What follows belongs to an exercise in optimizing a design on an open flow for small area and a short achievable clock period; a production flow would make more cautious choices.
In this exercise RTL edits were held to simulation tests only and were not proved equivalent to the original.
The clock port is modelled as an ideal driver; clocking choices that lean on that would not hold on a real chip.

Design fmultiplier, start of the top module:
module fmultiplier (
  input  logic        clk,
  input  logic        reset_n,
  input  logic [31:0] A,
  input  logic [31:0] B,
  output logic [31:0] result,
  output logic        exception
);
  ...
Settings: LEC_CHECK=0, CAP_MARGIN=20, CORE_MARGIN=2, CORE_UTILIZATION=65, CTS_BUF_LIST=sky130_fd_sc_hd__clkbuf_8 sky130_fd_sc_hd__clkbuf_16, HOLD_SLACK_MARGIN=0.1, PLACE_DENSITY=0.75, SETUP_SLACK_MARGIN=5, SLEW_MARGIN=20; clock period 10.0 ns.
standard.sh (not shown) runs the stock make flow with config.mk's settings and CLKGATE_MAP_FILE= SYNTH_SCRIPT=/design/flow/synth_recipe.tcl, a recipe that flattens the netlist after the stock synthesis.
==> flow/flow/run.sh <==
#!/bin/bash
# Own layout flow: the standard layout (standard.sh) with these changes:
#  - synthesis (flow/mksynth.sh): the design's fmul_fa / fmul_ha modules become
#    the library's full / half adder cells, Yosys's synth skips its early
#    "abc -fast", and Yosys's own adder extraction is off (ADDER_MAP_FILE
#    empty), since the design's adders are already cells;
#  - extra make variables from flow/make_args (@W@ there stands for this work
#    folder): the port buffer cell, and flow/skew.tcl as the step after clock
#    tree synthesis, which clocks the output registers from a delayed branch of
#    the clock tree (useful skew for the paths between the two register
#    stages; the outputs' own paths keep ample slack).
# Registers and their names are the standard synthesis's; every other step is
# the standard flow's. Each tool's log stays under orfs/logs/, the make output
# in flow_make.log.
set -euo pipefail
W=$PWD
bash flow/mksynth.sh "$W/synth_recipe.tcl" "$W" > flow_mksynth.log 2>&1
sed -e "s#$W/synth_recipe.tcl#$W/flow_synth.tcl#" standard.sh > flow_standard.sh
grep -q flow_synth.tcl flow_standard.sh
args=(ADDER_MAP_FILE=)
if [[ -f flow/make_args ]]; then
  while read -r a; do [[ -n "$a" ]] && args+=("${a//@W@/$W}"); done < flow/make_args
fi
echo "make args: ${args[*]}" > flow_make.log
bash flow_standard.sh "${args[@]}" finish >> flow_make.log 2>&1
==> flow/flow/make_args <==
BUFFER_PORTS_ARGS=-buffer_cell sky130_fd_sc_hd__buf_4
POST_CTS_TCL=@W@/flow/skew.tcl
SKIP_CTS_REPAIR_TIMING=1
REMOVE_ABC_BUFFERS=1
SKEW_CELLS=sky130_fd_sc_hd__clkdlybuf4s50_1 sky130_fd_sc_hd__dlygate4sd1_1 sky130_fd_sc_hd__clkbuf_8
SKEW_LEAF=sky130_fd_sc_hd__clkbuf_8
SETUP_SLACK_MARGIN=5.8
Other scripts of this flow, unchanged in this note and not shown: flow/flow/mksynth.sh, flow/flow/skew.tcl
The baseline ran to the end with no violations.
Change:
--- a/flow/flow/make_args
+++ b/flow/flow/make_args
@@ -5,3 +5,3 @@
 SKEW_CELLS=sky130_fd_sc_hd__clkdlybuf4s50_1 sky130_fd_sc_hd__dlygate4sd1_1 sky130_fd_sc_hd__clkbuf_8
 SKEW_LEAF=sky130_fd_sc_hd__clkbuf_8
-SETUP_SLACK_MARGIN=5.8
+SETUP_SLACK_MARGIN=5.5
Result: Via count goes down by 1.8%. Setup slack degrades by 0.21 ns. Hold slack improves by 0.0070 ns.
Change:
==> flow/flow/make_args (replaced) <==
BUFFER_PORTS_ARGS=-buffer_cell sky130_fd_sc_hd__buf_4
POST_CTS_TCL=@W@/flow/skew.tcl
SKIP_CTS_REPAIR_TIMING=1
REMOVE_ABC_BUFFERS=1
SKEW_CELLS=sky130_fd_sc_hd__dlygate4sd3_1 sky130_fd_sc_hd__clkdlybuf4s50_1 sky130_fd_sc_hd__clkbuf_8
SKEW_LEAF=sky130_fd_sc_hd__clkbuf_8
SETUP_SLACK_MARGIN=5.5
Settings changed: HOLD_SLACK_MARGIN 0.1 to 0.15.
What happened: The new run passed the timing, DRC and antenna checks; wire length stays flat; via count increases by 1.3%; area after synthesis is unchanged; core utilization climbs by 0.40 points; setup slack improves by 0.017 ns; cell count went up by 0.86%; fmax grows by 0.38%; global-route usage does not change; final area goes up by 0.56%.
Change:
--- a/flow/flow/run.sh
+++ b/flow/flow/run.sh
@@ -6,9 +6,11 @@
 #    empty), since the design's adders are already cells;
 #  - extra make variables from flow/make_args (@W@ there stands for this work
-#    folder): the port buffer cell, and flow/skew.tcl as the step after clock
-#    tree synthesis, which clocks the output registers from a delayed branch of
-#    the clock tree (useful skew for the paths between the two register
-#    stages; the outputs' own paths keep ample slack).
-# Registers and their names are the standard synthesis's; every other step is
+#    folder): the port buffer cell; flow/skew.tcl as the step after clock tree
+#    synthesis, which clocks the output registers from a delayed branch of the
+#    clock tree (useful skew for the paths between the two register stages;
+#    the outputs' own paths keep ample slack); the setup repair left to the
+#    global-route step, after the skew is in place (no repair at floorplan or
+#    after CTS), with a tighter setup target.
+# Registers and their names are the standard synthesis's; the other steps are
 # the standard flow's. Each tool's log stays under orfs/logs/, the make output
 # in flow_make.log.
==> flow/flow/make_args (replaced) <==
BUFFER_PORTS_ARGS=-buffer_cell sky130_fd_sc_hd__buf_4
POST_CTS_TCL=@W@/flow/skew.tcl
SKIP_CTS_REPAIR_TIMING=1
REMOVE_ABC_BUFFERS=1
SKEW_CELLS=sky130_fd_sc_hd__clkdlybuf4s50_1 sky130_fd_sc_hd__dlygate4sd1_1 sky130_fd_sc_hd__clkbuf_8
SKEW_LEAF=sky130_fd_sc_hd__clkbuf_8
SETUP_SLACK_MARGIN=5.8
Settings changed: HOLD_SLACK_MARGIN 0.15 to 0.1.
What happened: Area after synthesis does not change; final area goes up by 3.0%.

## re-timing with driven ports
In the flow no input, the clock included, has a driving cell. The finished layouts below were timed again as built, in two steps.
Step 1, drivers: a clkbuf_16 drives clk and a buf_2 each remaining input, both assumed.
Step 2, shift: input delay + t, output delay - t, t = (earliest + latest rising clock arrival at the registers) / 2. This alone moves slack from input paths to output paths.
a / b / c = ideal / step 1 / step 2; a / b = the first two.
| run | t, ns | setup WS [ns] | latest minus earliest clock arrival (ns) |
|---|---|---|---|
| the first run | 0.907 | 5.780 / 5.793 / 4.886 | 0.859 / 0.858 |
| the second run | 0.905 | 5.566 / 5.593 / 4.689 | 0.855 / 0.855 |
| the third run | 1.075 | 5.583 / 5.610 / 4.535 | 1.199 / 1.199 |
| the fourth run | 0.907 | 5.780 / 5.793 / 4.886 | 0.859 / 0.858 |
In every run listed the clock reaches the registers at very different times; t lies between them, and the last value is a rough guide only. The setup slack of the third run, which loses most, moves by +0.027 ns with the drivers and by -1.048 ns with both steps.
